What follows belongs to an exercise in optimizing a design on an open flow for small area, a short achievable clock period and few clock cycles; a production flow would make more cautious choices.
In this exercise RTL edits were held to simulation tests only and were not proved equivalent to the original.
Power figures rest on the tool's default switching activity, not on a simulated workload.

==> 03-24 <==
==> flow/design.v <==
module bounded_list_with_tail_unit #(
  parameter int CAPACITY = 32
) (
  input  logic        clk,
  input  logic        rst,
  input  logic        in_valid,
  output logic        in_ready,
  input  logic [2:0]  in_op,
  input  logic [31:0] in_value,
  input  logic [7:0]  in_index,
  output logic        out_valid,
  input  logic        out_ready,
  output logic [1:0]  out_status,
  output logic [31:0] out_value,
  output logic [10:0] out_count,
  output logic        out_last
);
  logic [31:0] mem [32];
  logic        r_valid;
  logic [31:0] r_val;
  logic [31:0] r_oh;      
  logic        r_wr, r_rd;
  logic [31:0] r_mask;    
  logic [31:0] wsel, ssel;  
  logic [1:0]  r_status;
  logic [5:0]  r_count;
  logic [4:0]  r_front, r_tail;
  logic [4:0]  r_rem;     
  logic        r_last;    
  logic        rdy;
  logic        rdy_port;  
  logic        sp_valid;
  logic [1:0]  sp_status;
  logic [31:0] sp_value;
  logic [5:0]  sp_count;
  logic        sp_last;
  logic [5:0]  o_count;
  logic        go, last;
  logic [31:0] onehot;
  logic [31:0] wr_sel, sh_sel, hold_sel;
  logic [31:0] res_value;
  assign last    = r_last;
  assign onehot   = r_oh;
  assign wr_sel   = wsel;
  assign sh_sel   = ssel;
  assign hold_sel = ~(wr_sel | sh_sel);
  always_comb begin
    res_value = 32'd0;
    for (int j = 0; j < 32; j++) begin
      res_value = res_value | (mem[j] & {32{r_rd && onehot[j]}});
    end
  end
  always_ff @(posedge clk) begin
    for (int j = 0; j < 32; j++) begin
      mem[j] <= (mem[j] & {32{hold_sel[j]}})
              | (mem[(j + 1) % 32] & {32{sh_sel[j]}})
              | (r_val & {32{wr_sel[j]}});
    end
  end
  logic [4:0]  a_front, a_tail;
  logic [5:0]  a_len;
  logic        a_full, a_empty, a_noidx;
  logic [5:0]  c_sum;
  logic [4:0]  c_slot, c_front, c_tail, c_rem;
  logic        c_wrap, c_wr, c_rd, c_sh, c_dump;
  logic [1:0]  c_status;
  logic [5:0]  c_count;
  logic [31:0] c_oh, c_mask, ge_s, lt_f;
  assign a_front = r_front;
  assign a_tail  = r_tail;
  assign a_len   = r_count;
  assign a_full  = a_len[5];
  assign a_empty = (a_len == 6'd0);
  assign a_noidx = ({3'd0, in_index} >= {5'd0, a_len});
  assign c_sum   = {1'b0, a_front} + {1'b0, in_index[4:0]};
  always_comb begin
    c_slot   = a_front;
    c_wrap   = 1'b0;
    c_wr     = 1'b0;
    c_rd     = 1'b0;
    c_sh     = 1'b0;
    c_dump   = 1'b0;
    c_status = 2'd0;
    c_count  = a_len;
    c_front  = a_front;
    c_tail   = a_tail;
    c_rem    = a_len[4:0] - 5'd1;
    case (in_op)
      3'd0: begin
        c_slot = a_front - 5'd1;
        if (a_full) c_status = 2'd2;
        else begin
          c_wr    = 1'b1;
          c_count = a_len + 6'd1;
          c_front = a_front - 5'd1;
        end
      end
      3'd1: begin
        c_slot = a_tail;
        if (a_full) c_status = 2'd2;
        else begin
          c_wr    = 1'b1;
          c_count = a_len + 6'd1;
          c_tail  = a_tail + 5'd1;
        end
      end
      3'd2: begin
        c_slot = a_front;
        if (a_empty) c_status = 2'd1;
        else begin
          c_rd    = 1'b1;
          c_count = a_len - 6'd1;
          c_front = a_front + 5'd1;
        end
      end
      3'd3: begin
        c_slot = a_tail - 5'd1;
        if (a_empty) c_status = 2'd1;
        else begin
          c_rd    = 1'b1;
          c_count = a_len - 6'd1;
          c_tail  = a_tail - 5'd1;
        end
      end
      3'd4: begin
        c_slot = c_sum[4:0];
        c_wrap = c_sum[5];
        if (a_empty) c_status = 2'd1;
        else if (a_noidx) c_status = 2'd3;
        else begin
          c_rd    = 1'b1;
          c_sh    = 1'b1;
          c_count = a_len - 6'd1;
          c_tail  = a_tail - 5'd1;
        end
      end
      3'd5: begin
        c_slot = a_front;
        if (a_empty) c_status = 2'd1;
        else begin
          c_rd   = 1'b1;
          c_dump = 1'b1;
        end
      end
      default: ;
    endcase
  end
  always_comb begin
    for (int j = 0; j < 32; j++) begin
      c_oh[j] = (c_slot == 5'(j));
      ge_s[j] = (5'(j) >= c_sum[4:0]);
      lt_f[j] = (5'(j) < a_front);
    end
  end
  assign c_mask = c_sh ? (c_wrap ? (ge_s & lt_f) : (ge_s | lt_f)) : 32'd0;
  logic r_valid_d, sp_valid_d, r_last_d;
  logic [4:0] r_rem_d;
  assign r_valid_d  = rdy ? in_valid : r_valid;
  assign r_rem_d    = rdy ? c_rem : (go ? r_rem - 5'd1 : r_rem);
  assign r_last_d   = rdy ? (!c_dump || c_rem == 5'd0)
                          : (go ? (r_rem == 5'd1) : r_last);
  assign sp_valid_d = (!out_valid || out_ready) ? 1'b0 : (sp_valid || go);
  always_ff @(posedge clk) begin
    if (rst) begin
      r_valid  <= 1'b0;
      sp_valid <= 1'b0;
      rdy      <= 1'b1;
      rdy_port <= 1'b1;
      go       <= 1'b0;
      wsel     <= 32'd0;
      ssel     <= 32'd0;
    end else begin
      r_valid  <= r_valid_d;
      sp_valid <= sp_valid_d;
      rdy      <= !r_valid_d || (!sp_valid_d && r_last_d);
      rdy_port <= r_valid_d ? (!sp_valid_d && r_last_d) : 1'b1;
      go       <= r_valid_d && !sp_valid_d;
      wsel     <= (r_valid_d && !sp_valid_d)
                  ? (rdy ? (c_wr ? c_oh : 32'd0) : (go ? 32'd0 : (r_wr ? r_oh : 32'd0)))
                  : 32'd0;
      ssel     <= (r_valid_d && !sp_valid_d)
                  ? (rdy ? c_mask : (go ? 32'd0 : r_mask))
                  : 32'd0;
    end
  end
  always_ff @(posedge clk) begin
    if (rdy) begin
      r_val    <= in_value;
      r_oh     <= c_oh;
      r_mask   <= c_mask;
      r_wr     <= c_wr;
      r_rd     <= c_rd;
      r_status <= c_status;
    end else if (go) begin
      r_oh <= {r_oh[30:0], r_oh[31]};
    end
    r_rem  <= r_rem_d;
    r_last <= r_last_d;
  end
  always_ff @(posedge clk) begin
    if (rst) begin
      r_count <= 6'd0;
      r_front <= 5'd0;
      r_tail  <= 5'd0;
    end else if (rdy && in_valid) begin
      r_count <= c_count;
      r_front <= c_front;
      r_tail  <= c_tail;
    end
  end
  assign in_ready = rdy_port;
  logic h_hold, h_spare, h_new;
  assign h_hold  = out_valid && !out_ready;
  assign h_spare = !h_hold && sp_valid;
  assign h_new   = !h_hold && !sp_valid;
  always_ff @(posedge clk) begin
    if (rst) begin
      out_valid <= 1'b0;
    end else if (!out_valid || out_ready) begin
      out_valid <= sp_valid || go;
    end
    {out_status, out_value, o_count, out_last} <=
        ({out_status, out_value, o_count, out_last} & {41{h_hold}})
      | ({sp_status, sp_value, sp_count, sp_last} & {41{h_spare}})
      | ({r_status, res_value, r_count, last}     & {41{h_new}});
    if (!sp_valid) begin
      sp_status <= r_status;
      sp_value  <= res_value;
      sp_count  <= r_count;
      sp_last   <= last;
    end
  end
  assign out_count = {5'd0, o_count};
endmodule
==> flow/run.sh <==
#!/bin/bash
# synth_recipe.tcl (not shown) runs the flow's synth.tcl, then flattens the netlist and writes it again
# the make line also repeats each setting of config.mk as NAME=value (left out here)
make -C /OpenROAD-flow-scripts/flow DESIGN_CONFIG=/design/flow/config.mk WORK_HOME=/design/flow/orfs CLKGATE_MAP_FILE= SYNTH_SCRIPT=/design/flow/synth_recipe.tcl finish
==> flow/config.mk <==
export PLATFORM = sky130hd
export DESIGN_NAME = bounded_list_with_tail_unit
export DESIGN_NICKNAME = bounded_list_with_tail_unit
export VERILOG_FILES = /design/flow/design.v
export SDC_FILE = /design/flow/constraint.sdc
export NUM_CORES = 4
export LEC_CHECK = 0
export CAP_MARGIN = 20
export CORE_MARGIN = 2
export CORE_UTILIZATION = 30
export CTS_CLUSTER_DIAMETER = 60
export CTS_CLUSTER_SIZE = 20
export SETUP_SLACK_MARGIN = 2.8
export SLEW_MARGIN = 20
export TNS_END_PERCENT = 5
==> flow/constraint.sdc <==
create_clock -name core_clock -period 5.0 [get_ports {clk}]
set_input_delay 1.0000 -clock core_clock [delete_from_list [all_inputs] [get_ports {clk}]]
set_output_delay 1.0000 -clock core_clock [all_outputs]
set_load 0.01 [all_outputs]
==> 09-12 (differences from 03-24) <==
--- a/flow/design.v
+++ b/flow/design.v
@@ -20,6 +20,6 @@
   logic [31:0] r_val;
+  logic [4:0]  r_slot;    
   logic [31:0] r_oh;      
-  logic        r_wr, r_rd;
-  logic [31:0] r_mask;    
-  logic [31:0] wsel, ssel;  
+  logic        r_wrap;    
+  logic        r_wr, r_rd, r_sh;
   logic [1:0]  r_status;
@@ -38,3 +38,3 @@
   logic        go, last;
-  logic [31:0] onehot;
+  logic [31:0] onehot, ge_s, lt_f, mask;
   logic [31:0] wr_sel, sh_sel, hold_sel;
@@ -42,5 +42,12 @@
   assign last    = r_last;
+  always_comb begin
+    for (int j = 0; j < 32; j++) begin
+      ge_s[j]   = (5'(j) >= r_slot);
+      lt_f[j]   = (5'(j) < r_front);
+    end
+  end
   assign onehot   = r_oh;
-  assign wr_sel   = wsel;
-  assign sh_sel   = ssel;
+  assign mask     = r_wrap ? (ge_s & lt_f) : (ge_s | lt_f);
+  assign wr_sel   = (go && r_wr) ? onehot : 32'd0;
+  assign sh_sel   = (go && r_sh) ? mask : 32'd0;
   assign hold_sel = ~(wr_sel | sh_sel);
@@ -67,3 +74,3 @@
   logic [5:0]  c_count;
-  logic [31:0] c_oh, c_mask, ge_s, lt_f;
+  logic [31:0] c_oh;
   assign a_front = r_front;
@@ -148,9 +155,4 @@
   always_comb begin
-    for (int j = 0; j < 32; j++) begin
-      c_oh[j] = (c_slot == 5'(j));
-      ge_s[j] = (5'(j) >= c_sum[4:0]);
-      lt_f[j] = (5'(j) < a_front);
-    end
-  end
-  assign c_mask = c_sh ? (c_wrap ? (ge_s & lt_f) : (ge_s | lt_f)) : 32'd0;
+    for (int j = 0; j < 32; j++) c_oh[j] = (c_slot == 5'(j));
+  end
   logic r_valid_d, sp_valid_d, r_last_d;
@@ -169,4 +171,2 @@
       go       <= 1'b0;
-      wsel     <= 32'd0;
-      ssel     <= 32'd0;
     end else begin
@@ -177,8 +177,2 @@
       go       <= r_valid_d && !sp_valid_d;
-      wsel     <= (r_valid_d && !sp_valid_d)
-                  ? (rdy ? (c_wr ? c_oh : 32'd0) : (go ? 32'd0 : (r_wr ? r_oh : 32'd0)))
-                  : 32'd0;
-      ssel     <= (r_valid_d && !sp_valid_d)
-                  ? (rdy ? c_mask : (go ? 32'd0 : r_mask))
-                  : 32'd0;
     end
@@ -188,6 +182,8 @@
       r_val    <= in_value;
+      r_slot   <= c_slot;
       r_oh     <= c_oh;
-      r_mask   <= c_mask;
+      r_wrap   <= c_wrap;
       r_wr     <= c_wr;
       r_rd     <= c_rd;
+      r_sh     <= c_sh;
       r_status <= c_status;
- CTS_CLUSTER_DIAMETER: 60 -> unset
- CTS_CLUSTER_SIZE: 20 -> unset
- TNS_END_PERCENT: 5 -> unset
==> comparison <==
In 03-24 the synthesized area is higher than in 09-12, by about 5.4%.
In 09-12 the via count is higher than in 03-24, by about 0.24%.
In 09-12 the cell count is lower than in 03-24, by about 2.6%.
Sequential power: 03-24 is lower than 09-12 (about 15%).
Of 03-24 and 09-12, 09-12 has the higher register-to-register slack (gap 0.25 ns).
In 09-12 the final area is larger than in 03-24, by 3.4%.
Critical path depth: 09-12 is higher than 03-24 (3).
Of 09-12 and 03-24, 03-24 has the higher die area (gap about 5%, measured against 03-24).
==> figures <==
item	03-24	09-12
Outcome	no timing/DRC/antenna violations	no timing/DRC/antenna violations
Largest clock skew in the final design	0.0444 ns	0.0333 ns
Total placed instance area	58700 µm²	55900 µm²
Post-Synthesis Cells	6560	6184
Placeable core area	183000 µm²	174000 µm²
Via total after detailed routing	58100	58200
Dominant kind of cell	registers	multi-input gates
Hold Crit Start	r_mask[5]$_DFFE_PP_	mem[11][12]$_DFF_P_
Wire length of the first global-routing pass	403 mm	395 mm
HPWL after detailed placement	155 mm	155 mm
Achievable clock frequency	0.370 GHz	0.408 GHz
Final instance area	64300 µm²	66500 µm²
Peak VDD IR	0.310 mV	0.382 mV
Number of levels in the clock H-tree	3	4
Slack of the worst reg-to-reg path	2.30 ns	2.55 ns
Area fraction in and, or, nand and nor cells after synthesis	0.189	0.183
Number of different library cells in the post-synthesis netlist	87	80
Testbench counts of 03-24, summed over its fixed seeds: cycles 27,267.
Testbench counts of 09-12, summed over its fixed seeds: cycles 27,267.

## what the ideal ports hide
No port has a modelled driver above. Below, the same layouts with a new extraction and two added sets of constraints. Step 1 sets driving cells, clkbuf_16 on the clock port and buf_2 on the other inputs (assumed; they add their load-dependent delay and slew). Step 2 times the ports against the registers' clock, not the clock port: input delays grow and output delays shrink by t, the midpoint of the rising clock arrivals with the driver on. Three values: ideal, step 1, step 2; two values: the first two.
run	t, ns	setup slack, ns	hold WS [ns]	worst setup path after step 2
03-24	0.851	2.300 / 2.300 / 1.612	0.442 / 0.442 / 0.442	input to register
09-12	0.895	2.551 / 2.551 / 1.928	0.459 / 0.459 / 0.459	input to register
After both steps setup and hold are still met in every run listed. The setup slack of 03-24, which loses most, moves by 0.000 ns with the drivers and by -0.688 ns with both steps.
